Context: an optimization exercise on an open-source flow, tuned for small area. The choices shown serve that exercise and are no tape-out recipe.
The RTL was checked by simulation tests, not by an equivalence proof against the original design.
No activity file was given, so power comes from the tool's default toggle rates.

==> design.v <==
package rms_pkg;
    localparam int CNT_W  = 17;
    localparam int SUM_W  = 32;
    localparam int SQ_W   = 47;
endpackage
module running_mean_stddev #(
    parameter int MAX_COUNT   = 65536,
    parameter int FRAC_BITS   = 16
) (
    input  logic        aclk,
    input  logic        aresetn,
    input  logic        s_axis_tvalid,
    output logic        s_axis_tready,
    input  logic [15:0] s_axis_tdata,    
    input  logic        s_axis_tlast,
    output logic        m_axis_tvalid,
    input  logic        m_axis_tready,
    output logic [87:0] m_axis_tdata,    
    input  logic        psel,
    input  logic        penable,
    input  logic        pwrite,
    input  logic [1:0]  paddr,
    input  logic [31:0] pwdata,
    output logic [31:0] prdata,
    output logic        pready
);
    logic [16:0]        cnt;
    logic [31:0]        sum;
    logic [46:0]        sq;
    logic               ovf;
    logic               mode;
    logic               busy, valid;
    logic               accept, go, take;
    logic signed [15:0] xg;
    logic [2:0]         pc, pc_n;          
    logic [16:0]        cnt_n;
    logic [31:0]        sum_n;
    logic [46:0]        sq_n;
    logic               ovf_n;
    assign pready = 1'b1;
    assign prdata = {31'd0, mode};
    assign s_axis_tready = ~(s_axis_tlast & (busy | valid));
    assign accept = s_axis_tvalid & s_axis_tready;
    assign go     = accept & s_axis_tlast;
    assign take   = accept & ~cnt[16];
    assign xg     = take ? s_axis_tdata : 16'd0;
    rms_add #(.W(17)) u_cnt (.a(cnt), .b(17'd0), .ci(take), .s(cnt_n), .co());
    logic        sum_c16, sum_up, sum_dn;
    logic [15:0] sum_p1, sum_p0;
    rms_add #(.W(16)) u_sum (.a(sum[15:0]), .b(xg), .ci(1'b0), .s(sum_n[15:0]), .co(sum_c16));
    assign sum_up = sum_c16 & ~xg[15];
    assign sum_dn = ~sum_c16 & xg[15];
    assign sum_p1[0] = 1'b1;
    assign sum_p0[0] = 1'b1;
    for (genvar k = 1; k < 16; k++) begin : g_sum_hi
        assign sum_p1[k] = sum_p1[k-1] & sum[15+k];
        assign sum_p0[k] = sum_p0[k-1] & ~sum[15+k];
    end
    assign sum_n[31:16] = sum[31:16] ^ (({16{sum_up}} & sum_p1) | ({16{sum_dn}} & sum_p0));
    rms_sqacc u_sqacc (
        .a(xg), .sq(sq), .pc(pc), .sq_n(sq_n), .pc_n(pc_n)
    );
    assign ovf_n  = ovf | (accept & cnt[16]);
    always_ff @(posedge aclk) begin
        if (!aresetn || go) begin
            cnt <= '0;
            sum <= '0;
            sq  <= '0;
            pc  <= '0;
            ovf <= 1'b0;
        end else begin
            cnt <= cnt_n;
            sum <= sum_n;
            sq  <= sq_n;
            pc  <= pc_n;
            ovf <= ovf_n;
        end
    end
    always_ff @(posedge aclk) begin
        if (!aresetn) mode <= 1'b0;
        else if (psel && penable && pwrite && paddr == 2'd0) mode <= pwdata[0];
    end
    logic [7:0]  t, t_n;
    logic [16:0] N;
    logic        OVF, NEG;
    logic [15:0] RM;         
    logic [31:0] MB;         
    logic [63:0] X;          
    logic [33:0] R;
    logic [33:0] DR;         
    logic        brw, seen, mreg;
    logic [2:0]  PC;
    logic        qc;
    rms_add #(.W(8)) u_t (.a(t), .b(8'd0), .ci(1'b1), .s(t_n), .co());
    logic ph0, pY, pQ, pM, pD, pDiv, pSq, sqB, fin, tlastdiv;
    assign ph0  = busy & (t[7:6] == 2'b00);
    assign pY   = ph0 & ~t[5];
    assign pD   = ph0 & t[5] & (t[4:0] >= 5'd15);
    assign pQ   = ph0 & ~pD;
    assign pM   = busy & (t[7:5] == 3'b010);
    assign pDiv = busy & (t[7:6] == 2'b01);
    assign pSq  = busy & (t[7:6] == 2'b10);
    assign sqB  = t[0];
    assign tlastdiv = (t[5:0] == 6'd63);
    assign fin  = busy & (t == 8'd191);
    logic [31:0] mp_in;
    logic        m_eff;
    logic [16:0] nm_in;
    assign mp_in = sum_n ^ {32{sum_n[31]}};
    assign m_eff = mode & (cnt != 17'd0);
    assign nm_in = m_eff ? (cnt[16] ? 17'h0FFFF : cnt) : cnt_n;
    logic [31:0] mp;
    logic        s_nx, seen_nx, m_nx;
    assign mp      = {RM, MB[31:16]};
    assign s_nx    = mp[t_n[4:0]] ^ NEG;
    assign seen_nx = seen | mreg;
    assign m_nx    = s_nx ^ (NEG & seen_nx);
    logic inj, qb;
    assign inj  = (t == 8'd11 && PC[0]) || (t == 8'd22 && PC[1]) || (t == 8'd32 && PC[2]);
    assign qb   = X[0] ^ inj ^ qc;
    logic        bm, cmp;
    logic [33:0] bb, sa, rn;
    logic        ca, ge;
    logic [31:0] ya;
    assign bm  = mreg & pY;
    assign bb  = ph0 ? {2'b00, (bm ? mp : 32'd0)} : ~DR;
    rms_adds #(.W(34), .L(19)) u_sa (.a(R), .b(bb), .ci(ph0 ? (bm & NEG) : 1'b1),
                                     .s(sa), .co(ca));
    assign ya  = sa[31:0];
    assign ge  = ca;
    assign cmp = ge && !(pSq && !sqB);
    assign rn  = cmp ? sa : R;
    logic [15:0] xa_a;
    logic        xa_m;
    logic [16:0] r2m, ab_a, ab_b, xa;
    logic        gem;
    assign xa_a = pQ ? X[62:47] : DR[32:17];
    assign xa_m = pQ ? qb : DR[0];
    assign r2m  = {RM, MB[31]};
    assign ab_a = ph0 ? {1'b0, xa_a} : r2m;
    assign ab_b = ph0 ? (xa_m ? N : 17'd0) : ~N;
    rms_add #(.W(17)) u_xa (.a(ab_a), .b(ab_b), .ci(~ph0), .s(xa), .co(gem));
    logic xbit, ybit, abit, brw_n;
    assign xbit  = pQ ? xa[0] : X[47];
    assign ybit  = ya[0];
    assign abit  = xbit ^ ybit ^ brw;
    assign brw_n = (~xbit & (ybit | brw)) | (ybit & brw);
    always_ff @(posedge aclk) begin
        if (!aresetn) begin
            busy  <= 1'b0;
            valid <= 1'b0;
        end else begin
            if (go) busy <= 1'b1;
            else if (fin) busy <= 1'b0;
            if (fin) valid <= 1'b1;
            else if (m_axis_tready) valid <= 1'b0;
        end
    end
    always_ff @(posedge aclk) begin
        if (go) t <= '0;
        else t <= t_n;
    end
    always_ff @(posedge aclk) begin
        if (go) begin
            N   <= cnt_n;
            OVF <= ovf_n;
            NEG <= sum_n[31];
            PC  <= pc_n;
        end
    end
    always_ff @(posedge aclk) begin
        if (go) begin
            RM <= mp_in[31:16];
            MB <= {mp_in[15:0], (sum_n[31] & ~cnt[16]) ? ~cnt[15:0] : 16'd0};
        end else if (pM) begin
            RM <= gem ? xa[15:0] : r2m[15:0];
            MB <= {MB[30:0], gem ^ NEG};
        end
    end
    always_ff @(posedge aclk) begin
        if (go) begin
            seen <= 1'b0;
            mreg <= sum_n[0];
            brw  <= 1'b0;
            qc   <= 1'b0;
        end else if (ph0) begin
            qc <= (X[0] & inj) | (qc & (X[0] ^ inj));
            if (pY) begin
                seen <= seen_nx;
                mreg <= m_nx;
            end
            brw <= brw_n;
        end
    end
    always_ff @(posedge aclk) begin
        if (go) X <= {17'd0, sq_n};
        else if (pQ) X <= {1'b0, xa[16:1], pY & abit, X[46:1]};
        else if (pD) X <= {X[0], X[63:48], pY & abit, X[46:1]};
        else X <= {X[62:15], ge, X[13:0], X[63]};
    end
    always_ff @(posedge aclk) begin
        if (go) R <= '0;
        else if (ph0) R <= {1'b0, abit & ~pY, sa[32:2], (t[5:0] == 6'd63) ? X[15] : sa[1]};
        else if (pDiv && tlastdiv) R <= '0;
        else R <= {rn[32:0], X[13]};
    end
    always_ff @(posedge aclk) begin
        if (go) DR <= {17'd0, nm_in};
        else if (pD) DR <= {1'b0, xa, DR[16:1]};
        else if (pDiv && tlastdiv) DR <= 34'd1;
        else if (pSq && sqB) DR[33:2] <= {DR[32:2], ge};
    end
    assign m_axis_tvalid = valid;
    assign m_axis_tdata  = {5'd0,
                            OVF ? 2'd2 : (N[16:1] == 16'd0 ? 2'd1 : 2'd0),
                            N, DR[33:2], MB};
endmodule
module rms_add #(
    parameter int W = 8
) (
    input  logic [W-1:0] a,
    input  logic [W-1:0] b,
    input  logic         ci,
    output logic [W-1:0] s,
    output logic         co
);
    logic [W:0] c;
    assign c[0] = ci;
    for (genvar i = 0; i < W; i++) begin : g_bit
        assign s[i]   = a[i] ^ b[i] ^ c[i];
        assign c[i+1] = (a[i] & b[i]) | (c[i] & (a[i] ^ b[i]));
    end
    assign co = c[W];
endmodule
module rms_adds #(
    parameter int W = 32,
    parameter int L = 16
) (
    input  logic [W-1:0] a,
    input  logic [W-1:0] b,
    input  logic         ci,
    output logic [W-1:0] s,
    output logic         co
);
    logic         c_lo, co0;
    logic [W-L-1:0] u0;
    rms_add #(.W(L)) u_lo (.a(a[L-1:0]), .b(b[L-1:0]), .ci(ci), .s(s[L-1:0]), .co(c_lo));
    rms_add #(.W(W-L)) u_hi (.a(a[W-1:L]), .b(b[W-1:L]), .ci(1'b0), .s(u0), .co(co0));
    assign s[W-1:L] = u0 + {{(W-L-1){1'b0}}, c_lo};
    assign co = co0 | (c_lo & (&u0));
endmodule
module rms_sqacc (
    input  logic [15:0]   a,
    input  logic [46:0]   sq,
    input  logic [2:0]    pc,
    output logic [46:0]   sq_n,
    output logic [2:0]    pc_n
);
    wire l1 = (a[0]);
    wire l2 = (a[1]);
    wire l3 = (a[2]);
    wire l4 = (a[3]);
    wire l5 = (a[4]);
    wire l6 = (a[5]);
    wire l7 = (a[6]);
    wire l8 = (a[7]);
    wire l9 = (a[8]);
    wire l10 = (a[9]);
    wire l11 = (a[10]);
    wire l12 = (a[11]);
    wire l13 = (a[12]);
    wire l14 = (a[13]);
    wire l15 = (a[14]);
    wire l16 = (a[15]);
    wire l17 = (a[0] & a[1]);
    wire l18 = (a[0] & a[2]);
    wire l19 = (a[0] & a[3]);
    wire l20 = (a[0] & a[4]);
    wire l21 = (a[0] & a[5]);
    wire l22 = (a[0] & a[6]);
    wire l23 = (a[0] & a[7]);
    wire l24 = (a[0] & a[8]);
    wire l25 = (a[0] & a[9]);
    wire l26 = (a[0] & a[10]);
    wire l27 = (a[0] & a[11]);
    wire l28 = (a[0] & a[12]);
    wire l29 = (a[0] & a[13]);
    wire l30 = (a[0] & a[14]);
    wire l31 = (a[1] & a[2]);
    wire l32 = (a[1] & a[3]);
    wire l33 = (a[1] & a[4]);
    wire l34 = (a[1] & a[5]);
    wire l35 = (a[1] & a[6]);
    wire l36 = (a[1] & a[7]);
    wire l37 = (a[1] & a[8]);
    wire l38 = (a[1] & a[9]);
    wire l39 = (a[1] & a[10]);
    wire l40 = (a[1] & a[11]);
    wire l41 = (a[1] & a[12]);
    wire l42 = (a[1] & a[13]);
    wire l43 = (a[1] & a[14]);
    wire l44 = (a[2] & a[3]);
    wire l45 = (a[2] & a[4]);
    wire l46 = (a[2] & a[5]);
    wire l47 = (a[2] & a[6]);
    wire l48 = (a[2] & a[7]);
    wire l49 = (a[2] & a[8]);
    wire l50 = (a[2] & a[9]);
    wire l51 = (a[2] & a[10]);
    wire l52 = (a[2] & a[11]);
    wire l53 = (a[2] & a[12]);
    wire l54 = (a[2] & a[13]);
    wire l55 = (a[2] & a[14]);
    wire l56 = (a[3] & a[4]);
    wire l57 = (a[3] & a[5]);
    wire l58 = (a[3] & a[6]);
    wire l59 = (a[3] & a[7]);
    wire l60 = (a[3] & a[8]);
    wire l61 = (a[3] & a[9]);
    wire l62 = (a[3] & a[10]);
    wire l63 = (a[3] & a[11]);
    wire l64 = (a[3] & a[12]);
    wire l65 = (a[3] & a[13]);
    wire l66 = (a[3] & a[14]);
    wire l67 = (a[4] & a[5]);
    wire l68 = (a[4] & a[6]);
    wire l69 = (a[4] & a[7]);
    wire l70 = (a[4] & a[8]);
    wire l71 = (a[4] & a[9]);
    wire l72 = (a[4] & a[10]);
    wire l73 = (a[4] & a[11]);
    wire l74 = (a[4] & a[12]);
    wire l75 = (a[4] & a[13]);
    wire l76 = (a[4] & a[14]);
    wire l77 = (a[5] & a[6]);
    wire l78 = (a[5] & a[7]);
    wire l79 = (a[5] & a[8]);
    wire l80 = (a[5] & a[9]);
    wire l81 = (a[5] & a[10]);
    wire l82 = (a[5] & a[11]);
    wire l83 = (a[5] & a[12]);
    wire l84 = (a[5] & a[13]);
    wire l85 = (a[5] & a[14]);
    wire l86 = (a[6] & a[7]);
    wire l87 = (a[6] & a[8]);
    wire l88 = (a[6] & a[9]);
    wire l89 = (a[6] & a[10]);
    wire l90 = (a[6] & a[11]);
    wire l91 = (a[6] & a[12]);
    wire l92 = (a[6] & a[13]);
    wire l93 = (a[6] & a[14]);
    wire l94 = (a[7] & a[8]);
    wire l95 = (a[7] & a[9]);
    wire l96 = (a[7] & a[10]);
    wire l97 = (a[7] & a[11]);
    wire l98 = (a[7] & a[12]);
    wire l99 = (a[7] & a[13]);
    wire l100 = (a[7] & a[14]);
    wire l101 = (a[8] & a[9]);
    wire l102 = (a[8] & a[10]);
    wire l103 = (a[8] & a[11]);
    wire l104 = (a[8] & a[12]);
    wire l105 = (a[8] & a[13]);
    wire l106 = (a[8] & a[14]);
    wire l107 = (a[9] & a[10]);
    wire l108 = (a[9] & a[11]);
    wire l109 = (a[9] & a[12]);
    wire l110 = (a[9] & a[13]);
    wire l111 = (a[9] & a[14]);
    wire l112 = (a[10] & a[11]);
    wire l113 = (a[10] & a[12]);
    wire l114 = (a[10] & a[13]);
    wire l115 = (a[10] & a[14]);
    wire l116 = (a[11] & a[12]);
    wire l117 = (a[11] & a[13]);
    wire l118 = (a[11] & a[14]);
    wire l119 = (a[12] & a[13]);
    wire l120 = (a[12] & a[14]);
    wire l121 = (a[13] & a[14]);
    wire l122 = (~(a[15] & a[0]));
    wire l123 = (~(a[15] & a[1]));
    wire l124 = (~(a[15] & a[2]));
    wire l125 = (~(a[15] & a[3]));
    wire l126 = (~(a[15] & a[4]));
    wire l127 = (~(a[15] & a[5]));
    wire l128 = (~(a[15] & a[6]));
    wire l129 = (~(a[15] & a[7]));
    wire l130 = (~(a[15] & a[8]));
    wire l131 = (~(a[15] & a[9]));
    wire l132 = (~(a[15] & a[10]));
    wire l133 = (~(a[15] & a[11]));
    wire l134 = (~(a[15] & a[12]));
    wire l135 = (~(a[15] & a[13]));
    wire l136 = (~(a[15] & a[14]));
    wire s137 = sq[16] ^ l9 ^ l43;
    wire c138 = (sq[16] & l9) | (l43 & (sq[16] ^ l9));
    wire s139 = sq[10] ^ l6;
    wire c140 = sq[10] & l6;
    wire s141 = sq[11] ^ l26;
    wire c142 = sq[11] & l26;
    wire s143 = sq[12] ^ l7 ^ l27;
    wire c144 = (sq[12] & l7) | (l27 & (sq[12] ^ l7));
    wire s145 = l39 ^ l50;
    wire c146 = l39 & l50;
    wire s147 = sq[13] ^ l28 ^ l40;
    wire c148 = (sq[13] & l28) | (l40 & (sq[13] ^ l28));
    wire s149 = l51 ^ l61;
    wire c150 = l51 & l61;
    wire s151 = sq[14] ^ l8 ^ l29;
    wire c152 = (sq[14] & l8) | (l29 & (sq[14] ^ l8));
    wire s153 = l41 ^ l52 ^ l62;
    wire c154 = (l41 & l52) | (l62 & (l41 ^ l52));
    wire s155 = l71 ^ l79;
    wire c156 = l71 & l79;
    wire s157 = sq[15] ^ l30 ^ l42;
    wire c158 = (sq[15] & l30) | (l42 & (sq[15] ^ l30));
    wire s159 = l53 ^ l63 ^ l72;
    wire c160 = (l53 & l63) | (l72 & (l53 ^ l63));
    wire s161 = l80 ^ l87;
    wire c162 = l80 & l87;
    wire s163 = s137 ^ l54 ^ l64;
    wire c164 = (s137 & l54) | (l64 & (s137 ^ l54));
    wire s165 = l73 ^ l81 ^ l88;
    wire c166 = (l73 & l81) | (l88 & (l73 ^ l81));
    wire s167 = l94 ^ l122 ^ 1'b1;
    wire c168 = (l94 & l122) | (1'b1 & (l94 ^ l122));
    wire s169 = sq[17] ^ l55 ^ l65;
    wire c170 = (sq[17] & l55) | (l65 & (sq[17] ^ l55));
    wire s171 = l74 ^ l82 ^ l89;
    wire c172 = (l74 & l82) | (l89 & (l74 ^ l82));
    wire s173 = l95 ^ l123 ^ c138;
    wire c174 = (l95 & l123) | (c138 & (l95 ^ l123));
    wire s175 = sq[18] ^ l10 ^ l66;
    wire c176 = (sq[18] & l10) | (l66 & (sq[18] ^ l10));
    wire s177 = l75 ^ l83 ^ l90;
    wire c178 = (l75 & l83) | (l90 & (l75 ^ l83));
    wire s179 = l96 ^ l101 ^ l124;
    wire c180 = (l96 & l101) | (l124 & (l96 ^ l101));
    wire s181 = sq[19] ^ l76 ^ l84;
    wire c182 = (sq[19] & l76) | (l84 & (sq[19] ^ l76));
    wire s183 = l91 ^ l97 ^ l102;
    wire c184 = (l91 & l97) | (l102 & (l91 ^ l97));
    wire s185 = sq[20] ^ l11 ^ l85;
    wire c186 = (sq[20] & l11) | (l85 & (sq[20] ^ l11));
    wire s187 = l92 ^ l98 ^ l103;
    wire c188 = (l92 & l98) | (l103 & (l92 ^ l98));
    wire s189 = sq[21] ^ l93 ^ l99;
    wire c190 = (sq[21] & l93) | (l99 & (sq[21] ^ l93));
    wire s191 = sq[22] ^ l12 ^ l100;
    wire c192 = (sq[22] & l12) | (l100 & (sq[22] ^ l12));
    wire s193 = sq[6] ^ l4;
    wire c194 = sq[6] & l4;
    wire s195 = sq[7] ^ l22;
    wire c196 = sq[7] & l22;
    wire s197 = sq[8] ^ l5 ^ l23;
    wire c198 = (sq[8] & l5) | (l23 & (sq[8] ^ l5));
    wire s199 = l35 ^ l46;
    wire c200 = l35 & l46;
    wire s201 = sq[9] ^ l24 ^ l36;
    wire c202 = (sq[9] & l24) | (l36 & (sq[9] ^ l24));
    wire s203 = l47 ^ l57;
    wire c204 = l47 & l57;
    wire s205 = s139 ^ l25 ^ l37;
    wire c206 = (s139 & l25) | (l37 & (s139 ^ l25));
    wire s207 = l48 ^ l58 ^ l67;
    wire c208 = (l48 & l58) | (l67 & (l48 ^ l58));
    wire s209 = s141 ^ l38 ^ l49;
    wire c210 = (s141 & l38) | (l49 & (s141 ^ l38));
    wire s211 = l59 ^ l68 ^ c140;
    wire c212 = (l59 & l68) | (c140 & (l59 ^ l68));
    wire s213 = s143 ^ s145 ^ l60;
    wire c214 = (s143 & s145) | (l60 & (s143 ^ s145));
    wire s215 = l69 ^ l77 ^ c142;
    wire c216 = (l69 & l77) | (c142 & (l69 ^ l77));
    wire s217 = s147 ^ s149 ^ l70;
    wire c218 = (s147 & s149) | (l70 & (s147 ^ s149));
    wire s219 = l78 ^ c144 ^ c146;
    wire c220 = (l78 & c144) | (c146 & (l78 ^ c144));
    wire s221 = s151 ^ s153 ^ s155;
    wire c222 = (s151 & s153) | (s155 & (s151 ^ s153));
    wire s223 = l86 ^ c148 ^ c150;
    wire c224 = (l86 & c148) | (c150 & (l86 ^ c148));
    wire s225 = s157 ^ s159 ^ s161;
    wire c226 = (s157 & s159) | (s161 & (s157 ^ s159));
    wire s227 = c152 ^ c154 ^ c156;
    wire c228 = (c152 & c154) | (c156 & (c152 ^ c154));
    wire s229 = s163 ^ s165 ^ s167;
    wire c230 = (s163 & s165) | (s167 & (s163 ^ s165));
    wire s231 = c158 ^ c160 ^ c162;
    wire c232 = (c158 & c160) | (c162 & (c158 ^ c160));
    wire s233 = s169 ^ s171 ^ s173;
    wire c234 = (s169 & s171) | (s173 & (s169 ^ s171));
    wire s235 = c164 ^ c166 ^ c168;
    wire c236 = (c164 & c166) | (c168 & (c164 ^ c166));
    wire s237 = s175 ^ s177 ^ s179;
    wire c238 = (s175 & s177) | (s179 & (s175 ^ s177));
    wire s239 = c170 ^ c172 ^ c174;
    wire c240 = (c170 & c172) | (c174 & (c170 ^ c172));
    wire s241 = s181 ^ s183 ^ l125;
    wire c242 = (s181 & s183) | (l125 & (s181 ^ s183));
    wire s243 = c176 ^ c178 ^ c180;
    wire c244 = (c176 & c178) | (c180 & (c176 ^ c178));
    wire s245 = s185 ^ s187 ^ l107;
    wire c246 = (s185 & s187) | (l107 & (s185 ^ s187));
    wire s247 = l126 ^ c182 ^ c184;
    wire c248 = (l126 & c182) | (c184 & (l126 ^ c182));
    wire s249 = s189 ^ l104 ^ l108;
    wire c250 = (s189 & l104) | (l108 & (s189 ^ l104));
    wire s251 = l127 ^ c186 ^ c188;
    wire c252 = (l127 & c186) | (c188 & (l127 ^ c186));
    wire s253 = s191 ^ l105 ^ l109;
    wire c254 = (s191 & l105) | (l109 & (s191 ^ l105));
    wire s255 = l112 ^ l128 ^ c190;
    wire c256 = (l112 & l128) | (c190 & (l112 ^ l128));
    wire s257 = sq[23] ^ l106 ^ l110;
    wire c258 = (sq[23] & l106) | (l110 & (sq[23] ^ l106));
    wire s259 = l113 ^ l129 ^ c192;
    wire c260 = (l113 & l129) | (c192 & (l113 ^ l129));
    wire s261 = sq[24] ^ l13 ^ l111;
    wire c262 = (sq[24] & l13) | (l111 & (sq[24] ^ l13));
    wire s263 = l114 ^ l116 ^ l130;
    wire c264 = (l114 & l116) | (l130 & (l114 ^ l116));
    wire s265 = sq[25] ^ l115 ^ l117;
    wire c266 = (sq[25] & l115) | (l117 & (sq[25] ^ l115));
    wire s267 = sq[26] ^ l14 ^ l118;
    wire c268 = (sq[26] & l14) | (l118 & (sq[26] ^ l14));
    wire s269 = sq[4] ^ l3;
    wire c270 = sq[4] & l3;
    wire s271 = sq[5] ^ l20;
    wire c272 = sq[5] & l20;
    wire s273 = s193 ^ l21 ^ l33;
    wire c274 = (s193 & l21) | (l33 & (s193 ^ l21));
    wire s275 = s195 ^ l34 ^ l45;
    wire c276 = (s195 & l34) | (l45 & (s195 ^ l34));
    wire s277 = s197 ^ s199 ^ l56;
    wire c278 = (s197 & s199) | (l56 & (s197 ^ s199));
    wire s279 = s201 ^ s203 ^ c198;
    wire c280 = (s201 & s203) | (c198 & (s201 ^ s203));
    wire s281 = s205 ^ s207 ^ c202;
    wire c282 = (s205 & s207) | (c202 & (s205 ^ s207));
    wire s283 = s209 ^ s211 ^ c206;
    wire c284 = (s209 & s211) | (c206 & (s209 ^ s211));
    wire s285 = s213 ^ s215 ^ c210;
    wire c286 = (s213 & s215) | (c210 & (s213 ^ s215));
    wire s287 = s217 ^ s219 ^ c214;
    wire c288 = (s217 & s219) | (c214 & (s217 ^ s219));
    wire s289 = s221 ^ s223 ^ c218;
    wire c290 = (s221 & s223) | (c218 & (s221 ^ s223));
    wire s291 = s225 ^ s227 ^ c222;
    wire c292 = (s225 & s227) | (c222 & (s225 ^ s227));
    wire s293 = s229 ^ s231 ^ c226;
    wire c294 = (s229 & s231) | (c226 & (s229 ^ s231));
    wire s295 = s233 ^ s235 ^ c230;
    wire c296 = (s233 & s235) | (c230 & (s233 ^ s235));
    wire s297 = s237 ^ s239 ^ c234;
    wire c298 = (s237 & s239) | (c234 & (s237 ^ s239));
    wire s299 = s241 ^ s243 ^ c238;
    wire c300 = (s241 & s243) | (c238 & (s241 ^ s243));
    wire s301 = s245 ^ s247 ^ c242;
    wire c302 = (s245 & s247) | (c242 & (s245 ^ s247));
    wire s303 = s249 ^ s251 ^ c246;
    wire c304 = (s249 & s251) | (c246 & (s249 ^ s251));
    wire s305 = s253 ^ s255 ^ c250;
    wire c306 = (s253 & s255) | (c250 & (s253 ^ s255));
    wire s307 = s257 ^ s259 ^ c254;
    wire c308 = (s257 & s259) | (c254 & (s257 ^ s259));
    wire s309 = s261 ^ s263 ^ c258;
    wire c310 = (s261 & s263) | (c258 & (s261 ^ s263));
    wire s311 = s265 ^ l131 ^ c262;
    wire c312 = (s265 & l131) | (c262 & (s265 ^ l131));
    wire s313 = s267 ^ l119 ^ l132;
    wire c314 = (s267 & l119) | (l132 & (s267 ^ l119));
    wire s315 = sq[27] ^ l120 ^ l133;
    wire c316 = (sq[27] & l120) | (l133 & (sq[27] ^ l120));
    wire s317 = sq[28] ^ l15 ^ l121;
    wire c318 = (sq[28] & l15) | (l121 & (sq[28] ^ l15));
    wire s319 = sq[2] ^ l2;
    wire c320 = sq[2] & l2;
    wire s321 = sq[3] ^ l18;
    wire c322 = sq[3] & l18;
    wire s323 = s269 ^ l19 ^ l31;
    wire c324 = (s269 & l19) | (l31 & (s269 ^ l19));
    wire s325 = s271 ^ l32 ^ c270;
    wire c326 = (s271 & l32) | (c270 & (s271 ^ l32));
    wire s327 = s273 ^ l44 ^ c272;
    wire c328 = (s273 & l44) | (c272 & (s273 ^ l44));
    wire s329 = s275 ^ c194 ^ c274;
    wire c330 = (s275 & c194) | (c274 & (s275 ^ c194));
    wire s331 = s277 ^ c196 ^ c276;
    wire c332 = (s277 & c196) | (c276 & (s277 ^ c196));
    wire s333 = s279 ^ c200 ^ c278;
    wire c334 = (s279 & c200) | (c278 & (s279 ^ c200));
    wire s335 = s281 ^ c204 ^ c280;
    wire c336 = (s281 & c204) | (c280 & (s281 ^ c204));
    wire s337 = s283 ^ c208 ^ c282;
    wire c338 = (s283 & c208) | (c282 & (s283 ^ c208));
    wire s339 = s285 ^ c212 ^ c284;
    wire c340 = (s285 & c212) | (c284 & (s285 ^ c212));
    wire s341 = s287 ^ c216 ^ c286;
    wire c342 = (s287 & c216) | (c286 & (s287 ^ c216));
    wire s343 = s289 ^ c220 ^ c288;
    wire c344 = (s289 & c220) | (c288 & (s289 ^ c220));
    wire s345 = s291 ^ c224 ^ c290;
    wire c346 = (s291 & c224) | (c290 & (s291 ^ c224));
    wire s347 = s293 ^ c228 ^ c292;
    wire c348 = (s293 & c228) | (c292 & (s293 ^ c228));
    wire s349 = s295 ^ c232 ^ c294;
    wire c350 = (s295 & c232) | (c294 & (s295 ^ c232));
    wire s351 = s297 ^ c236 ^ c296;
    wire c352 = (s297 & c236) | (c296 & (s297 ^ c236));
    wire s353 = s299 ^ c240 ^ c298;
    wire c354 = (s299 & c240) | (c298 & (s299 ^ c240));
    wire s355 = s301 ^ c244 ^ c300;
    wire c356 = (s301 & c244) | (c300 & (s301 ^ c244));
    wire s357 = s303 ^ c248 ^ c302;
    wire c358 = (s303 & c248) | (c302 & (s303 ^ c248));
    wire s359 = s305 ^ c252 ^ c304;
    wire c360 = (s305 & c252) | (c304 & (s305 ^ c252));
    wire s361 = s307 ^ c256 ^ c306;
    wire c362 = (s307 & c256) | (c306 & (s307 ^ c256));
    wire s363 = s309 ^ c260 ^ c308;
    wire c364 = (s309 & c260) | (c308 & (s309 ^ c260));
    wire s365 = s311 ^ c264 ^ c310;
    wire c366 = (s311 & c264) | (c310 & (s311 ^ c264));
    wire s367 = s313 ^ c266 ^ c312;
    wire c368 = (s313 & c266) | (c312 & (s313 ^ c266));
    wire s369 = s315 ^ c268 ^ c314;
    wire c370 = (s315 & c268) | (c314 & (s315 ^ c268));
    wire s371 = s317 ^ l134 ^ c316;
    wire c372 = (s317 & l134) | (c316 & (s317 ^ l134));
    wire s373 = sq[29] ^ l135 ^ c318;
    wire c374 = (sq[29] & l135) | (c318 & (sq[29] ^ l135));
    wire s375 = sq[30] ^ l16 ^ l136;
    wire c376 = (sq[30] & l16) | (l136 & (sq[30] ^ l16));
    wire s377 = sq[31] ^ 1'b1;
    wire c378 = sq[31] & 1'b1;
    wire s379 = sq[32] ^ 1'b1;
    wire c380 = sq[32] & 1'b1;
    wire s381 = sq[33] ^ 1'b1;
    wire c382 = sq[33] & 1'b1;
    wire s383 = sq[34] ^ 1'b1;
    wire c384 = sq[34] & 1'b1;
    wire s385 = sq[35] ^ 1'b1;
    wire c386 = sq[35] & 1'b1;
    wire s387 = sq[36] ^ 1'b1;
    wire c388 = sq[36] & 1'b1;
    wire s389 = sq[37] ^ 1'b1;
    wire c390 = sq[37] & 1'b1;
    wire s391 = sq[38] ^ 1'b1;
    wire c392 = sq[38] & 1'b1;
    wire s393 = sq[39] ^ 1'b1;
    wire c394 = sq[39] & 1'b1;
    wire s395 = sq[40] ^ 1'b1;
    wire c396 = sq[40] & 1'b1;
    wire s397 = sq[41] ^ 1'b1;
    wire c398 = sq[41] & 1'b1;
    wire s399 = sq[42] ^ 1'b1;
    wire c400 = sq[42] & 1'b1;
    wire s401 = sq[43] ^ 1'b1;
    wire c402 = sq[43] & 1'b1;
    wire s403 = sq[44] ^ 1'b1;
    wire c404 = sq[44] & 1'b1;
    wire s405 = sq[45] ^ 1'b1;
    wire c406 = sq[45] & 1'b1;
    wire s407 = sq[46] ^ 1'b1;
    wire c408 = sq[46] & 1'b1;
    wire s409 = sq[0] ^ l1;
    wire c410 = sq[0] & l1;
    wire s411 = sq[1] ^ c410;
    wire c412 = sq[1] & c410;
    wire s413 = s319 ^ l17 ^ c412;
    wire c414 = (s319 & l17) | (c412 & (s319 ^ l17));
    wire s415 = s321 ^ c320 ^ c414;
    wire c416 = (s321 & c320) | (c414 & (s321 ^ c320));
    wire s417 = s323 ^ c322 ^ c416;
    wire c418 = (s323 & c322) | (c416 & (s323 ^ c322));
    wire s419 = s325 ^ c324 ^ c418;
    wire c420 = (s325 & c324) | (c418 & (s325 ^ c324));
    wire s421 = s327 ^ c326 ^ c420;
    wire c422 = (s327 & c326) | (c420 & (s327 ^ c326));
    wire s423 = s329 ^ c328 ^ c422;
    wire c424 = (s329 & c328) | (c422 & (s329 ^ c328));
    wire s425 = s331 ^ c330 ^ c424;
    wire c426 = (s331 & c330) | (c424 & (s331 ^ c330));
    wire s427 = s333 ^ c332 ^ c426;
    wire c428 = (s333 & c332) | (c426 & (s333 ^ c332));
    wire s429 = s335 ^ c334 ^ c428;
    wire c430 = (s335 & c334) | (c428 & (s335 ^ c334));
    wire s431 = s337 ^ c336 ^ pc[0];
    wire c432 = (s337 & c336) | (pc[0] & (s337 ^ c336));
    wire s433 = s339 ^ c338 ^ c432;
    wire c434 = (s339 & c338) | (c432 & (s339 ^ c338));
    wire s435 = s341 ^ c340 ^ c434;
    wire c436 = (s341 & c340) | (c434 & (s341 ^ c340));
    wire s437 = s343 ^ c342 ^ c436;
    wire c438 = (s343 & c342) | (c436 & (s343 ^ c342));
    wire s439 = s345 ^ c344 ^ c438;
    wire c440 = (s345 & c344) | (c438 & (s345 ^ c344));
    wire s441 = s347 ^ c346 ^ c440;
    wire c442 = (s347 & c346) | (c440 & (s347 ^ c346));
    wire s443 = s349 ^ c348 ^ c442;
    wire c444 = (s349 & c348) | (c442 & (s349 ^ c348));
    wire s445 = s351 ^ c350 ^ c444;
    wire c446 = (s351 & c350) | (c444 & (s351 ^ c350));
    wire s447 = s353 ^ c352 ^ c446;
    wire c448 = (s353 & c352) | (c446 & (s353 ^ c352));
    wire s449 = s355 ^ c354 ^ c448;
    wire c450 = (s355 & c354) | (c448 & (s355 ^ c354));
    wire s451 = s357 ^ c356 ^ c450;
    wire c452 = (s357 & c356) | (c450 & (s357 ^ c356));
    wire s453 = s359 ^ c358 ^ pc[1];
    wire c454 = (s359 & c358) | (pc[1] & (s359 ^ c358));
    wire s455 = s361 ^ c360 ^ c454;
    wire c456 = (s361 & c360) | (c454 & (s361 ^ c360));
    wire s457 = s363 ^ c362 ^ c456;
    wire c458 = (s363 & c362) | (c456 & (s363 ^ c362));
    wire s459 = s365 ^ c364 ^ c458;
    wire c460 = (s365 & c364) | (c458 & (s365 ^ c364));
    wire s461 = s367 ^ c366 ^ c460;
    wire c462 = (s367 & c366) | (c460 & (s367 ^ c366));
    wire s463 = s369 ^ c368 ^ c462;
    wire c464 = (s369 & c368) | (c462 & (s369 ^ c368));
    wire s465 = s371 ^ c370 ^ c464;
    wire c466 = (s371 & c370) | (c464 & (s371 ^ c370));
    wire s467 = s373 ^ c372 ^ c466;
    wire c468 = (s373 & c372) | (c466 & (s373 ^ c372));
    wire s469 = s375 ^ c374 ^ c468;
    wire c470 = (s375 & c374) | (c468 & (s375 ^ c374));
    wire s471 = s377 ^ c376 ^ c470;
    wire c472 = (s377 & c376) | (c470 & (s377 ^ c376));
    wire s473 = s379 ^ c378 ^ pc[2];
    wire c474 = (s379 & c378) | (pc[2] & (s379 ^ c378));
    wire s475 = s381 ^ c380 ^ c474;
    wire c476 = (s381 & c380) | (c474 & (s381 ^ c380));
    wire s477 = s383 ^ c382 ^ c476;
    wire c478 = (s383 & c382) | (c476 & (s383 ^ c382));
    wire s479 = s385 ^ c384 ^ c478;
    wire c480 = (s385 & c384) | (c478 & (s385 ^ c384));
    wire s481 = s387 ^ c386 ^ c480;
    wire c482 = (s387 & c386) | (c480 & (s387 ^ c386));
    wire s483 = s389 ^ c388 ^ c482;
    wire c484 = (s389 & c388) | (c482 & (s389 ^ c388));
    wire s485 = s391 ^ c390 ^ c484;
    wire c486 = (s391 & c390) | (c484 & (s391 ^ c390));
    wire s487 = s393 ^ c392 ^ c486;
    wire c488 = (s393 & c392) | (c486 & (s393 ^ c392));
    wire s489 = s395 ^ c394 ^ c488;
    wire c490 = (s395 & c394) | (c488 & (s395 ^ c394));
    wire s491 = s397 ^ c396 ^ c490;
    wire c492 = (s397 & c396) | (c490 & (s397 ^ c396));
    wire s493 = s399 ^ c398 ^ c492;
    wire c494 = (s399 & c398) | (c492 & (s399 ^ c398));
    wire s495 = s401 ^ c400 ^ c494;
    wire c496 = (s401 & c400) | (c494 & (s401 ^ c400));
    wire s497 = s403 ^ c402 ^ c496;
    wire c498 = (s403 & c402) | (c496 & (s403 ^ c402));
    wire s499 = s405 ^ c404 ^ c498;
    wire c500 = (s405 & c404) | (c498 & (s405 ^ c404));
    wire s501 = s407 ^ c406 ^ c500;
    wire c502 = (s407 & c406) | (c500 & (s407 ^ c406));
    assign sq_n[0] = s409;
    assign sq_n[1] = s411;
    assign sq_n[2] = s413;
    assign sq_n[3] = s415;
    assign sq_n[4] = s417;
    assign sq_n[5] = s419;
    assign sq_n[6] = s421;
    assign sq_n[7] = s423;
    assign sq_n[8] = s425;
    assign sq_n[9] = s427;
    assign sq_n[10] = s429;
    assign sq_n[11] = s431;
    assign sq_n[12] = s433;
    assign sq_n[13] = s435;
    assign sq_n[14] = s437;
    assign sq_n[15] = s439;
    assign sq_n[16] = s441;
    assign sq_n[17] = s443;
    assign sq_n[18] = s445;
    assign sq_n[19] = s447;
    assign sq_n[20] = s449;
    assign sq_n[21] = s451;
    assign sq_n[22] = s453;
    assign sq_n[23] = s455;
    assign sq_n[24] = s457;
    assign sq_n[25] = s459;
    assign sq_n[26] = s461;
    assign sq_n[27] = s463;
    assign sq_n[28] = s465;
    assign sq_n[29] = s467;
    assign sq_n[30] = s469;
    assign sq_n[31] = s471;
    assign sq_n[32] = s473;
    assign sq_n[33] = s475;
    assign sq_n[34] = s477;
    assign sq_n[35] = s479;
    assign sq_n[36] = s481;
    assign sq_n[37] = s483;
    assign sq_n[38] = s485;
    assign sq_n[39] = s487;
    assign sq_n[40] = s489;
    assign sq_n[41] = s491;
    assign sq_n[42] = s493;
    assign sq_n[43] = s495;
    assign sq_n[44] = s497;
    assign sq_n[45] = s499;
    assign sq_n[46] = s501;
    assign pc_n[0] = c430;
    assign pc_n[1] = c452;
    assign pc_n[2] = c472;
endmodule
==> flow/run.sh <==
#!/bin/bash
# The standard layout (standard.sh) with three changes:
#  - after the standard synthesis, flow/invopt.py removes inverters around the
#    full adders (a full adder is self-dual; registers and other cells stay);
#  - each port's buffer is the smallest buffer cell (every port still gets its
#    own buffer);
#  - clock tree synthesis inserts no dummy loads.
# Logs here: synth_make.log, invopt.log, flow_make.log; each tool's full log
# is under orfs/logs/.
set -euo pipefail
RES="$PWD/orfs/results/$FLOW_PLATFORM/running_mean_stddev/base"
bash standard.sh "$RES/1_2_yosys.v" > synth_make.log 2>&1
cp "$RES/1_2_yosys.v" "$RES/1_2_yosys.std.v"
python3 flow/invopt.py "$RES/1_2_yosys.std.v" "$RES/1_2_yosys.opt.v" > invopt.log 2>&1
cp "$RES/1_2_yosys.opt.v" "$RES/1_2_yosys.v"
export SKIP_REPAIR_TIE_FANOUT=1
export BUFFER_PORTS_ARGS="-buffer_cell sky130_fd_sc_hd__buf_1"
export CTS_ARGS="-sink_clustering_enable -repair_clock_nets -dont_use_dummy_load -buf_list sky130_fd_sc_hd__clkbuf_8 -sink_clustering_size 18 -sink_clustering_max_diameter 60"
bash standard.sh finish > flow_make.log 2>&1
==> flow/invopt.py <==
#!/usr/bin/env python3
"""Remove inverters around full adders in a Yosys-written gate netlist.

A full adder is self-dual: FA(~a, ~b, ~c) = (~sum, ~cout). The script strips
every inverter, chooses for each full adder whether it runs on true or on
complemented values so that as few nets as possible need a complement, then
puts back one inverter per net whose complement some pin needs. Registers and
every other cell stay as they are, so the netlist does the same as before.

usage: invopt.py IN.v OUT.v
"""
import random
import re
import sys
from collections import defaultdict

INV_RE = re.compile(r"sky130_fd_sc_hd__(inv|clkinv)_\d+$")
FA_RE = re.compile(r"sky130_fd_sc_hd__fa_\d+$")
OUT_PINS = {"X", "Y", "Q", "Q_N", "SUM", "COUT", "HI", "LO"}
FA_IN = ("A", "B", "CIN")
FA_OUT = ("SUM", "COUT")

src = open(sys.argv[1]).read()
m = re.search(r"\bmodule\s+(\S+)\s*\((.*?)\);", src, re.S)
body_start = m.end()
body_end = src.rindex("endmodule")
header = src[:body_start]
body = src[body_start:body_end]

cell_re = re.compile(r"^(\s*)(sky130_fd_sc_hd__\w+)\s+(\S+)\s*\((.*?)\);[ \t]*$", re.S | re.M)
pin_re = re.compile(r"\.(\w+)\(\s*(.*?)\s*\)\s*(?:,|$)", re.S)


def norm(n):
    return n.replace(" ", "")


cells = {}
order = []
other = []
pos = 0
for cm in cell_re.finditer(body):
    other.append(body[pos:cm.start()])
    pos = cm.end()
    typ, name, pins = cm.group(2), cm.group(3), cm.group(4)
    cells[name] = [typ, {p: norm(n) for p, n in pin_re.findall(pins)}]
    order.append(name)
    other.append(None)
other.append(body[pos:])

# nets read by assign statements or that are ports: keep their values exactly
fixed = set()
for piece in other:
    if piece is None:
        continue
    for am in re.finditer(r"assign\s+(.*?)\s*=\s*(.*?);", piece, re.S):
        for side in am.groups():
            for tok in re.findall(r"(\\\S+|[A-Za-z_][\w$]*(?:\s*\[\d+(?::\d+)?\])?)", side):
                fixed.add(norm(tok))
for p in re.findall(r"\b(?:input|output|inout)\b[^;]*?(\\\S+|\w+)\s*;", body):
    fixed.add(p)


def is_fixed(n):
    return n in fixed or re.sub(r"\[\d+\]$", "", n) in fixed


drv = {}
for name, (typ, pm) in cells.items():
    for p, n in pm.items():
        if p in OUT_PINS:
            drv[n] = (name, p)


def root(n):
    """(root net, parity) through any chain of inverters."""
    par = 0
    seen = set()
    while True:
        d = drv.get(n)
        if d is None or not INV_RE.match(cells[d[0]][0]) or d[0] in seen:
            return n, par
        seen.add(d[0])
        n = cells[d[0]][1]["A"]
        par ^= 1


inv_cells = [c for c, (t, _) in cells.items() if INV_RE.match(t)]
# every load pin of a non-inverter cell, and every fixed net, as (root, parity)
pins = []          # (cell or None, pin, root, parity)
for name, (typ, pm) in cells.items():
    if INV_RE.match(typ):
        continue
    for p, n in pm.items():
        if p in OUT_PINS or n.startswith("1'"):
            continue
        r, par = root(n)
        pins.append((name, p, r, par))
fixed_drv = []     # fixed nets driven by inverters: keep a driver for them
for c in inv_cells:
    y = cells[c][1]["Y"]
    if is_fixed(y):
        r, par = root(y)
        pins.append((None, y, r, par))

fas = [c for c, (t, _) in cells.items() if FA_RE.match(t)]
fa_idx = {c: i for i, c in enumerate(fas)}
src_fa = {}        # root net -> fa index driving it
for c in fas:
    for p in FA_OUT:
        src_fa[cells[c][1][p]] = fa_idx[c]

pol = [0] * len(fas)
need = defaultdict(int)      # root -> number of pins that need its complement
by_fa = defaultdict(list)    # fa index -> pin indices it affects


def req(i):
    c, p, r, par = pins[i]
    v = par
    if c is not None and c in fa_idx and p in FA_IN:
        v ^= pol[fa_idx[c]]
    if r in src_fa:
        v ^= pol[src_fa[r]]
    return v


for i, (c, p, r, par) in enumerate(pins):
    if c is not None and c in fa_idx and p in FA_IN:
        by_fa[fa_idx[c]].append(i)
    if r in src_fa:
        by_fa[src_fa[r]].append(i)
    need[r] += req(i)


def cost():
    return sum(1 for r, k in need.items() if k > 0)


def delta(f):
    """Change in cost if full adder f flips."""
    d = defaultdict(int)
    for i in by_fa[f]:
        c, p, r, par = pins[i]
        # a pin touched twice (FA output feeding the same FA) flips twice
        d[r] += 1 - 2 * req(i)
    dc = 0
    for r, k in d.items():
        # pins counted twice in by_fa contribute twice, which nets out below
        old = need[r]
        new = old + k
        dc += (new > 0) - (old > 0)
    return dc, d


def apply(f, d):
    for i in by_fa[f]:
        pass
    for r, k in d.items():
        need[r] += k
    pol[f] ^= 1


# pins that appear twice in by_fa[f] (an FA output looping into the same FA)
# would be counted twice by delta; those do not occur in adder trees, but guard
for f, lst in by_fa.items():
    if len(lst) != len(set(lst)):
        by_fa[f] = list(dict.fromkeys(lst))
        for i in set(lst):
            c, p, r, par = pins[i]
            if (c is not None and c in fa_idx and fa_idx[c] == f and p in FA_IN
                    and r in src_fa and src_fa[r] == f):
                by_fa[f].remove(i)     # its requirement does not change

start = cost()
best = start
best_pol = list(pol)
import math
rng = random.Random(1)
cur = start
T0, T1, SW = 2.0, 0.05, 400
for sweep in range(SW):
    temp = T0 * (T1 / T0) ** (sweep / (SW - 1))
    idx = list(range(len(fas)))
    rng.shuffle(idx)
    for f in idx:
        dc, d = delta(f)
        if dc <= 0 or rng.random() < math.exp(-dc / temp):
            apply(f, d)
            cur += dc
            if cur < best:
                best = cur
                best_pol = list(pol)
pol[:] = best_pol
need.clear()
for i in range(len(pins)):
    need[pins[i][2]] += req(i)
sys.stderr.write(f"invopt: {len(inv_cells)} inverters before, {cost()} after, {sum(pol)} of {len(fas)} adders flipped\n")

# ---- rebuild --------------------------------------------------------------------
for c in inv_cells:
    del cells[c]
uid = [0]


def fresh(tag):
    uid[0] += 1
    return f"_invopt_{tag}{uid[0]}_"


# flipped adders drive new nets carrying the complement of the old root nets
flipped_out = {}   # root -> new net driven by a flipped adder (carries ~root)
for f, c in enumerate(fas):
    if pol[f]:
        for p in FA_OUT:
            r = cells[c][1][p]
            nn = fresh("n")
            cells[c][1][p] = nn
            flipped_out[r] = nn
new_cells = []
t_made = set()
c_made = {}


def add_cell(typ, a, y):
    name = fresh("i")
    cells[name] = [typ, {"A": a, "X" if "buf" in typ else "Y": y}]
    new_cells.append(name)


def T(r):
    """A net carrying the root's own value."""
    if r in flipped_out and r not in t_made:
        add_cell("sky130_fd_sc_hd__inv_1", flipped_out[r], r)
        t_made.add(r)
    return r


def C(r):
    """A net carrying the root's complement."""
    if r in flipped_out:
        return flipped_out[r]
    if r not in c_made:
        nn = fresh("n")
        add_cell("sky130_fd_sc_hd__inv_1", r, nn)
        c_made[r] = nn
    return c_made[r]


for i, (c, p, r, par) in enumerate(pins):
    if c is None:
        # fixed net p must carry root ^ par
        if r in flipped_out:
            add_cell("sky130_fd_sc_hd__buf_1" if par else "sky130_fd_sc_hd__inv_1", flipped_out[r], p)
        else:
            add_cell("sky130_fd_sc_hd__inv_1" if par else "sky130_fd_sc_hd__buf_1", r, p)
        continue
    want = par
    if c in fa_idx and p in FA_IN:
        want ^= pol[fa_idx[c]]
    cells[c][1][p] = C(r) if want else T(r)
order.extend(new_cells)

new_wires = sorted({n for _, pm in cells.values() for n in pm.values() if n.startswith("_invopt")})
res = [header, "\n"] + [f"  wire {w};\n" for w in new_wires]
oi = 0
emitted = set()


def emit(name):
    typ, pm = cells[name]
    pstr = ",\n".join(f"    .{p}({n}{' ' if n.startswith(chr(92)) else ''})" for p, n in pm.items())
    return f"  {typ} {name} (\n{pstr}\n  );"


for piece in other:
    if piece is not None:
        res.append(piece)
    else:
        name = order[oi]
        oi += 1
        if name in cells:
            res.append(emit(name))
            emitted.add(name)
for name in order:
    if name in cells and name not in emitted:
        res.append(emit(name) + "\n")
res.append(src[body_end:])
open(sys.argv[2], "w").write("".join(res))
==> standard.sh <==
#!/bin/bash
# synth_recipe.tcl (not shown) runs the flow's synth.tcl, then flattens the netlist and writes it again
# the make line also repeats each setting of config.mk as NAME=value (left out here)
make -C /OpenROAD-flow-scripts/flow DESIGN_CONFIG=/design/flow/config.mk WORK_HOME=/design/flow/orfs CLKGATE_MAP_FILE= SYNTH_SCRIPT=/design/flow/synth_recipe.tcl "${@:-finish}"
==> config.mk <==
export PLATFORM = sky130hd
export DESIGN_NAME = running_mean_stddev
export DESIGN_NICKNAME = running_mean_stddev
export VERILOG_FILES = /design/flow/design.v
export SDC_FILE = /design/flow/constraint.sdc
export NUM_CORES = 4
export LEC_CHECK = 0
export CAP_MARGIN = 20
export CORE_MARGIN = 2
export CORE_UTILIZATION = 40
export SLEW_MARGIN = 20
==> constraint.sdc <==
create_clock -name core_clock -period 11.0 [get_ports {aclk}]
set_input_delay 2.2000 -clock core_clock [delete_from_list [all_inputs] [get_ports {aclk}]]
set_output_delay 2.2000 -clock core_clock [all_outputs]
set_load 0.01 [all_outputs]
==> Implementation_results.wiki, run 1 <==
{| class="wikitable"
! Metric !! Value
|-
| Outcome || timing/DRC/antenna clean
|-
| Multi-input combinational cell area || ~12000 sq um
|-
| Yosys warning count || 1
|-
| Area of the mapped netlist || just over 20000 sq um
|-
| Kind of capture point of the worst setup path || register
|-
| Fraction of layout instances using a drive strength above 1 || 0.0638
|-
| Final setup slack of the worst path || approximately 0.35 ns
|-
| Placer's final routability congestion estimate || around 0.85
|-
| Total of buffers placed on input and output ports || approximately 110
|-
| I/O pin cnt || roughly 180
|-
| Number of buffers created by CTS || 31
|-
| Post-layout minimum cycle time || roughly 11 ns
|-
| Die width || around 230 microns
|-
| Cell family with most CP delay || adder cells
|-
| Cell Count, Final, Fillers Out || 2798
|-
| Core ar. || 51000 sq um
|-
| Transition at the pin with the smallest max-transition slack || around 1.1 ns
|-
| FMAX || roughly 0.094 GHz
|-
| MaxCap Viol Count || 0
|-
| RSZ-0062 raised after global routing || false
|-
| Remaining Overflow, GRT || 0
|-
| Slew headroom || 0.283
|-
| Register area || around 7200 sq um
|-
| Post-Place Worst Slack || -0.389 ns
|-
| Antenna violations before repair || 0
|-
| Largest buffer count on any clock path || 3
|-
| Cells resized by post-CTS repair || 0
|-
| DP HPWL || approximately 40000 microns
|-
| Largest stage delay, worst path || 0.47 ns
|-
| FP Rows || 83
|-
| Instance count of the mapped netlist || ~2100
|-
| CTS tree || built
|-
| Largest net degree at the start of global routing || 95
|-
| Number of placed instances with taps included || ~2800
|-
| Buf+Inv Stages, Crit Path || 3
|-
| Final count of pins violating max slew || 0
|-
| Min-delay worst type || reg -> reg
|-
| Root buffer cell || sky130_fd_sc_hd__clkbuf_8
|-
| Hold_buf cts || 0
|-
| Buffer count from post-CTS setup fixing || 0
|-
| Detailed-route DRC error count || 0
|-
| Wire length of the first global-routing pass || a little over 90000 microns
|-
| Number of global-route vias before repair || 15700
|-
| Routed wire length || ~57000 microns
|-
| Vertical die dimension || approximately 230 microns
|-
| Sum of negative setup slack || 0 ns
|-
| Clock latency on the worst-skew pair || 0.69 ns
|-
| Number of levels in the clock H-tree || 1
|-
| Critical Path Most Common Cell || sky130_fd_sc_hd__fa_1
|-
| Overall Global Routing Usage || 0.216
|-
| Overall die area || roughly 53000 sq um
|-
| Clock edge transition at the registers on the reported setup and hold paths || 0.10 ns
|-
| Pre-antenna DRT Iters || 7
|-
| First DRT Iteration DRCs || 1327
|-
| Average wire per cell in the routed design || 20.2 microns
|-
| Worst setup path class || in -> reg
|-
| Fin. Hold Viols || 0
|-
| Part of the cycle the worst path needs || 0.968
|-
| Slowest library cell on the worst path || sky130_fd_sc_hd__fa_1
|-
| ANT nets after route || 0
|-
| Count of clock tree sinks || 317
|-
| Starting density of the core || 0.403
|-
| Final count of negative-setup-slack endpoints || 0
|-
| Leak pwr || roughly 9.5 nW
|-
| Power per Cell Area || 222 nW/um^2
|-
| Area growth, synth to finish || 6.11%
|-
| CP Max Fanout || 4
|-
| Avg Cell Area, Syn || approximately 9.7 sq um
|-
| Data arrival time at the worst-slack endpoint || 10.97 ns
|-
| Total Nets Final || about 2400
|-
| Clock tree skew after final layout || roughly 0.11 ns
|-
| Required time of the critical path || ~11 ns
|-
| Count of fill cells added during filler insertion || slightly below 5000
|-
| VDD IR max || ~0.0002 V
|-
| Via density || approximately 5.5
|-
| Number of vias after detailed routing || around 16000
|-
| Startpoint types || input port
|}
## per-layer routing
metal  global-route usage  routed length [microns]  vias to the layer above
met5                    0                        0                        -
met4               0.0524                     1450                        0
met3               0.0275                     3760                       98
met2                0.352                    26600                      523
met1                0.304                    24800                     7842
li1                     -                        -                     7061
## flip-flops by register name, indices dropped and copies added, names as in the netlist, 8 cells and up
signal and flops:
DR 34, sum 32, cnt 17, MB 32
sq 47, N 17, t 8, X 64
R 34, RM 16
## per-stage QoR
stage,util,area (sq um),hold WS [ns],total power [mW]
floorplan,-,20600,0.434,3.53
global placement,0.418,21300,0.444,4.11
detailed placement,0.418,21300,0.448,4.19
CTS,0.427,21800,0.423,4.86
global route,0.427,21800,0.457,5.29
finish,0.427,21800,0.414,4.84
## power breakdown
part / internal [mW] / total, mW / switching [mW]
Clock: 0.248 / 0.651 / 0.402
Combinational: 1.13 / 2.47 / 1.34
Sequential: 1.50 / 1.72 / 0.211
## worst paths after layout
check	start	endpoint	slack, ns	cells past startpoint
max	s_axis_tlast	RM[5]$_DFFE_PP_	0.35	30
min	X[6]$_DFF_P_	X[5]$_DFF_P_	0.41	2
max reg2reg	t[6]$_SDFF_PP0_	R[28]$_SDFF_PP0_	0.43	34
min reg2reg	X[6]$_DFF_P_	X[5]$_DFF_P_	0.41	2
## worst min-delay path, cell delays in order (launching register included)
cell                      delay [ns]
sky130_fd_sc_hd__dfxtp_1        0.31
sky130_fd_sc_hd__nand2_1        0.05
sky130_fd_sc_hd__a31oi_1        0.07
## area by class of cell
class                           count  share of cell area
Tap cell                          680              0.0390
Multi-Input combinational cell   1466               0.543
Timing Repair Buffer              175              0.0441
Antenna cell                        1            0.000115
Inverter                          128              0.0222
Sequential cell                   317               0.332
Clock buffer                       31              0.0196
## layout by cell type (no fill, tap or decap), types with 32 or more instances in the layout
master                       n
sky130_fd_sc_hd__fa_1      210
sky130_fd_sc_hd__mux2i_1    66
sky130_fd_sc_hd__buf_1     111
sky130_fd_sc_hd__dfxtp_1   229
sky130_fd_sc_hd__and3_1    143
sky130_fd_sc_hd__buf_4      58
sky130_fd_sc_hd__a21oi_1    69
sky130_fd_sc_hd__xnor2_1    49
sky130_fd_sc_hd__o21ai_0    80
sky130_fd_sc_hd__nor2_1    180
sky130_fd_sc_hd__nor3_1     32
sky130_fd_sc_hd__inv_1     126
sky130_fd_sc_hd__nand2_1   303
sky130_fd_sc_hd__ha_1       47
sky130_fd_sc_hd__edfxtp_1   88
==> run 2, diff against run 1 <==
--- a/flow/run.sh
+++ b/flow/run.sh
@@ -15,2 +15,3 @@
 cp "$RES/1_2_yosys.opt.v" "$RES/1_2_yosys.v"
+export REMOVE_ABC_BUFFERS=1
 export SKIP_REPAIR_TIE_FANOUT=1
==> Implementation_results.wiki, run 2 <==
{| class="wikitable"
! Metric !! Value
|-
| Post-DP Area || approximately 21000 sq um
|-
| Overall Global Routing Usage || 0.214
|-
| Transition at the pin with the smallest max-transition slack || between 1 and 1.5 ns
|-
| First DRT Iteration DRCs || 1087
|-
| Kind of capture point of the worst setup path || register
|-
| Routed wire length || about 56000 microns
|-
| Via density || roughly 5.4
|-
| Required time of the critical path || ~11 ns
|-
| Fin. Hold Viols || 0
|-
| Largest buffer count on any clock path || 3
|-
| Core occupancy in the finished layout || 0.429
|-
| Register ranked first by flip-flop count || X
|-
| Core ar. || slightly above 50000 sq um
|-
| Total of buffers placed on input and output ports || 112
|-
| Critical Path Most Common Cell || sky130_fd_sc_hd__fa_1
|-
| Power per Cell Area || roughly 220 nW/um^2
|-
| Starting density of the core || 0.403
|-
| Overall die area || between 50000 and 60000 sq um
|-
| Largest net degree at the start of global routing || 93
|-
| ANT nets after route || 0
|-
| Vertical die dimension || around 230 microns
|-
| VDD IR max || 0.000104 V
|-
| Min-delay worst type || reg -> reg
|-
| Final count of negative-setup-slack endpoints || 0
|-
| Number of levels in the clock H-tree || 1
|-
| Outcome || timing/DRC/antenna clean
|-
| Part of the cycle the worst path needs || 0.966
|-
| Yosys warning count || 1
|-
| Final design instance area without fill || 21900 sq um
|-
| FMAX || 0.0941 GHz
|-
| Post-layout minimum cycle time || 10.63 ns
|-
| Number of buffers created by CTS || 29
|-
| Leak pwr || approximately 9.6 nW
|-
| Max FFs per register || between 60 and 70
|-
| Remaining Overflow, GRT || 0
|-
| Slowest library cell on the worst path || sky130_fd_sc_hd__fa_1
|-
| Clock edge transition at the registers on the reported setup and hold paths || 0.10 ns
|-
| Registers with the most flip-flops || X (64), sq (47)
|-
| Antenna violations before repair || 1
|-
| Pre-antenna DRT Iters || 5
|-
| Area of the mapped netlist || 20500 sq um
|-
| CTS tree || built
|-
| Area growth, synth to finish || 6.54%
|-
| Wire length of the first global-routing pass || around 89000 microns
|-
| PnR Total Power || slightly below 5 mW
|-
| Number of global-route vias before repair || between 15000 and 20000
|-
| Data arrival time at the worst-slack endpoint || approximately 11 ns
|-
| Hold Worst Slack || between 0.4 and 0.5 ns
|-
| Average wire per cell in the routed design || between 15 and 20 microns
|-
| Worst setup path class || reg -> reg
|-
| Startpoint types || register
|-
| Instance count of the mapped netlist || roughly 2100
|-
| Fraction of layout instances using a drive strength above 1 || 0.0718
|-
| Avg Cell Area, Syn || between 9 and 10 sq um
|-
| Slew headroom || 0.314
|-
| Count of fill cells added during filler insertion || a little under 5000
|-
| I/O pin cnt || 181
|-
| FP Rows || just over 80
|-
| Detailed-route DRC error count || 0
|-
| Commonest non-fill, non-tap cell in the layout || sky130_fd_sc_hd__nand2_1
|-
| Clock tree skew after final layout || between 0.08 and 0.09 ns
|-
| Most frequent cells in the layout || sky130_fd_sc_hd__nand2_1 (304), sky130_fd_sc_hd__dfxtp_1 (227), sky130_fd_sc_hd__fa_1 (208), sky130_fd_sc_hd__nor2_1 (180), sky130_fd_sc_hd__and3_1 (143)
|-
| Number of vias after detailed routing || 15200
|-
| DP HPWL || between 40000 and 50000 microns
|-
| CP Max Fanout || 15
|-
| MaxCap Viol Count || 0
|-
| Final count of pins violating max slew || 0
|-
| Largest stage delay, worst path || roughly 0.44 ns
|-
| Count of clock tree sinks || around 320
|-
| Die width || 231 microns
|-
| Hold_buf cts || 0
|-
| Clock latency on the worst-skew pair || around 0.65 ns
|-
| Root buffer cell || sky130_fd_sc_hd__clkbuf_8
|-
| Placer's final routability congestion estimate || between 0.9 and 1
|-
| Total Nets Final || 2455
|}
==> run 2: worst paths after layout <==
path	startpoint	to	slack [ns]	cells past startpoint
max	t[7]$_SDFF_PP0_	R[19]$_SDFF_PP0_	0.37	34
min	R[32]$_SDFF_PP0_	R[33]$_SDFF_PP0_	0.46	2
max reg2reg	t[7]$_SDFF_PP0_	R[19]$_SDFF_PP0_	0.37	34
min reg2reg	R[32]$_SDFF_PP0_	R[33]$_SDFF_PP0_	0.46	2
==> run 2: power by group <==
part           total, mW  internal, mW  switching [mW]
Clock              0.626         0.234           0.393
Combinational       2.52          1.17            1.35
Sequential          1.71          1.50           0.203
Total               4.85          2.90            1.95
==> run 2: stage by stage <==
step,cells,worst slack (ns),setup TNS (ns)
2_1_floorplan,1911,-4.46,-292.41
5_1_grt,2813,-0.00591,-0.00591
3_3_place_gp,2770,-0.680,-32.79
4_1_cts,2801,0.0322,0
3_5_place_dp,2771,-0.765,-37.65
6_report,2813,0.374,0
==> run 2: cell type report <==
cell class                 instances  area, sq um  share of cell area
tap                              680          851              0.0389
clock buffer                      29          399              0.0182
inverter                         128          484              0.0221
sequential                       317         7230               0.330
multi-input combinational       1466        11800               0.541
antenna                            1         2.50            0.000114
timing repair buffer             192         1080              0.0495
==> run 2: critical path, delay by kind of cell, from the launching register on <==
kind / cells / cell delay [ns]
DFF: 1 / 0.39
buffers and inverters: 4 / 0.65
AOI/OAI and AO/OA: 3 / 0.40
and+or+nand+nor: 7 / 0.96
muxes: 1 / 0.26
adders and majority gates: 19 / 7.80
==> run 2: repair_timing <==
action                                  in CTS  in global routing
resized for setup                            2                 12
endpoints found under the setup margin      36                 79
buffers inserted                             1                 11
pin swaps                                    4                  4
endpoints found under the hold margin        0                  0
==> run 2: per-layer routing <==
metal / track usage / wire, microns / vias to the layer above
met3: 0.0443 / 3760 / 91
met1: 0.280 / 24000 / 7574
li1: - / - / 7088
met2: 0.353 / 26500 / 469
met5: 0 / 0 / -
met4: 0.0720 / 1830 / 0
==> run 3, diff against run 2 <==
--- a/flow/run.sh
+++ b/flow/run.sh
@@ -16,3 +16,3 @@
 export REMOVE_ABC_BUFFERS=1
-export SKIP_REPAIR_TIE_FANOUT=1
+export RECOVER_POWER=100
 export BUFFER_PORTS_ARGS="-buffer_cell sky130_fd_sc_hd__buf_1"
==> Implementation_results.wiki, run 3 <==
{| class="wikitable"
! Metric !! Value
|-
| Worst setup path class || in -> reg
|-
| Max FFs per register || between 60 and 70
|-
| Count of fill cells added during filler insertion || ~5000
|-
| Cell Count, Final, Fillers Out || approximately 2800
|-
| Overall Global Routing Usage || 0.214
|-
| Registers with the most flip-flops || X (64), sq (47)
|-
| DP HPWL || 40700 microns
|-
| Total of buffers placed on input and output ports || about 110
|-
| Overall die area || around 53000 sq um
|-
| Area of the mapped netlist || 20500 sq um
|-
| Kind of capture point of the worst setup path || register
|-
| CTS tree || built
|-
| PnR Total Power || about 4.8 mW
|-
| Number of levels in the clock H-tree || 1
|-
| MaxCap Viol Count || 5
|-
| FP Rows || between 80 and 90
|-
| Pre-antenna DRT Iters || 5
|-
| Via density || 5.41
|-
| Startpoint types || input port
|-
| Outcome || complete, but fails checks
|-
| Sum of negative setup slack || 0 ns
|-
| Final setup slack of the worst path || 0.337 ns
|-
| Average wire per cell in the routed design || slightly below 20 microns
|-
| Final count of pins violating max slew || approximately 230
|-
| Remaining Overflow, GRT || 0
|-
| Largest buffer count on any clock path || 3
|-
| Number of global-route vias before repair || ~16000
|-
| Total Nets Final || approximately 2500
|-
| Detailed-route DRC error count || 0
|-
| Vertical die dimension || between 200 and 250 microns
|-
| I/O pin cnt || roughly 180
|-
| Leak pwr || a little under 10 nW
|-
| CP Max Fanout || 5
|-
| Yosys warning count || 1
|-
| Post-Place Worst Slack || -0.841 ns
|-
| Checks that blocked a clean result || max-capacitance violations, max-slew violations
|-
| Routed wire length || about 56000 microns
|-
| Commonest non-fill, non-tap cell in the layout || sky130_fd_sc_hd__nand2_1
|-
| VDD IR max || roughly 0.000089 V
|-
| Avg Cell Area, Syn || 9.68 sq um
|-
| Final count of negative-setup-slack endpoints || 0
|-
| Root buffer cell || sky130_fd_sc_hd__clkbuf_8
|-
| Critical Path Most Common Cell || sky130_fd_sc_hd__fa_1
|-
| Largest net degree at the start of global routing || ~110
|-
| Most frequent cells in the layout || sky130_fd_sc_hd__nand2_1 (305), sky130_fd_sc_hd__dfxtp_1 (229), sky130_fd_sc_hd__fa_1 (208), sky130_fd_sc_hd__nor2_1 (179), sky130_fd_sc_hd__and3_1 (143)
|-
| ANT nets after route || 0
|-
| Switching Power || between 1.5 and 2 mW
|-
| FMAX || about 0.094 GHz
|-
| Fin. Hold Viols || 0
|-
| Register ranked first by flip-flop count || X
|-
| Slowest library cell on the worst path || sky130_fd_sc_hd__fa_1
|-
| Area growth, synth to finish || 6.76%
|-
| Power per Cell Area || about 220 nW/um^2
|-
| Count of clock tree sinks || between 300 and 400
|-
| Clock latency on the worst-skew pair || 0.65 ns
|-
| Clock tree skew after final layout || 0.0659 ns
|-
| Antenna violations before repair || 0
|-
| Core ar. || 51000 sq um
|-
| Cell Int Power || 2.88 mW
|-
| Switching Share || 0.403
|-
| Part of the total power dissipated in the clock network || 0.131
|-
| Final design instance area without fill || between 20000 and 25000 sq um
|-
| Clock edge transition at the registers on the reported setup and hold paths || around 0.080 ns
|-
| Number of placed instances with taps included || ~2800
|-
| Min-delay worst type || reg -> reg
|-
| Placer's final routability congestion estimate || 0.872
|-
| Post-DP Area || about 21000 sq um
|-
| Wire length of the first global-routing pass || between 80000 and 90000 microns
|-
| Number of vias after detailed routing || approximately 15000
|-
| Slew headroom || -1.08
|-
| Largest stage delay, worst path || 0.44 ns
|-
| First DRT Iteration DRCs || roughly 1100
|-
| Reg power frac || 0.355
|-
| Required time of the critical path || 11.35 ns
|-
| Transition at the pin with the smallest max-transition slack || a little over 3 ns
|-
| Instance count of the mapped netlist || about 2100
|-
| Starting density of the core || 0.403
|-
| Fraction of layout instances using a drive strength above 1 || 0.0599
|-
| Number of buffers created by CTS || 29
|-
| Data arrival time at the worst-slack endpoint || around 11 ns
|-
| Part of the cycle the worst path needs || 0.969
|-
| Combinational share of power || 0.514
|-
| Die width || approximately 230 microns
|-
| Post-layout minimum cycle time || 10.66 ns
|}
## run 3: timing repair
action / 4_1_cts / 5_1_grt
cloned: 0 / 1
hold buffers: 0 / 0
resized for setup: 4 / 12
setup endpoints to repair: 46 / 81
endpoints found under the hold margin: 0 / 0
pin swaps: 3 / 4
buffers inserted: 1 / 2
## run 3: cell type report
type	instances	area [sq um]	share of cell area
Multi-Input combinational cell	1501	12000	0.546
Sequential cell	317	7230	0.330
Timing Repair Buffer	179	997	0.0455
Tap cell	680	851	0.0388
Inverter	128	484	0.0221
Clock buffer	29	399	0.0182
Antenna cell	1	2.50	0.000114
## run 3: worst max-delay path, delay by kind of cell
kind	cells	cell delay (ns)
buf+inv	4	0.50
compound gates	3	0.36
fa+ha+maj	17	6.51
xor+xnor	2	0.40
simple gates	5	1.03
## run 3: routing by layer
metal | vias to the layer above | global-route usage | share of wire
met2 | 424 | 0.364 | 0.48
met4 | 0 | 0.0694 | 0.035
met3 | 107 | 0.0375 | 0.062
li1 | 7088 | - | -
met1 | 7716 | 0.277 | 0.42
met5 | - | 0 | 0
## run 3: worst paths after layout
check	cells after the start	slack [ns]	endpoint	startpoint
min reg2reg	2	0.46	X[17]$_DFF_P_	X[18]$_DFF_P_
max reg2reg	32	0.43	R[19]$_SDFF_PP0_	t[6]$_SDFF_PP0_
max	31	0.34	MB[27]$_DFFE_PP_	s_axis_tlast
min	2	0.46	X[17]$_DFF_P_	X[18]$_DFF_P_
## run 3: per-stage QoR
stage | hold slack [ns] | util
detailed placement | 0.460 | 0.421
global route | 0.484 | 0.430
finish | 0.456 | 0.430
CTS | 0.445 | 0.429
global placement | 0.452 | 0.421
floorplan | 0.434 | -
## run 3: power by group through the flow
| stage | Clock, mW | Sequential, mW | Combinational, mW |
|---|---|---|---|
| after floorplan | 0 | 1.68 | 1.84 |
| after global placement | 0 | 1.73 | 2.39 |
| after detailed placement | 0 | 1.73 | 2.45 |
| after CTS | 0.649 | 1.71 | 2.48 |
| after global routing | 0.684 | 1.75 | 2.84 |
| final | 0.630 | 1.71 | 2.47 |

[port drivers added, routing unchanged]
How much do the figures lean on ideal ports? The routed layouts below were timed once more, with nothing changed but the port constraints. Step 1 sets driving cells, clkbuf_16 on the clock port and buf_2 on the other inputs (assumed; they add their load-dependent delay and slew). Step 2 times the ports against the registers' clock, not the clock port: input delays grow and output delays shrink by t, the midpoint of the rising clock arrivals with the driver on. Three values: no drivers, after step 1, after step 2; two values: the first two.
run | t, ns | setup WS [ns]
run 1 | 0.686 | 0.352 / 0.382 / -0.304
run 2 | 0.670 | 0.374 / 0.374 / -0.246
run 3 | 0.676 | 0.337 / 0.368 / -0.308
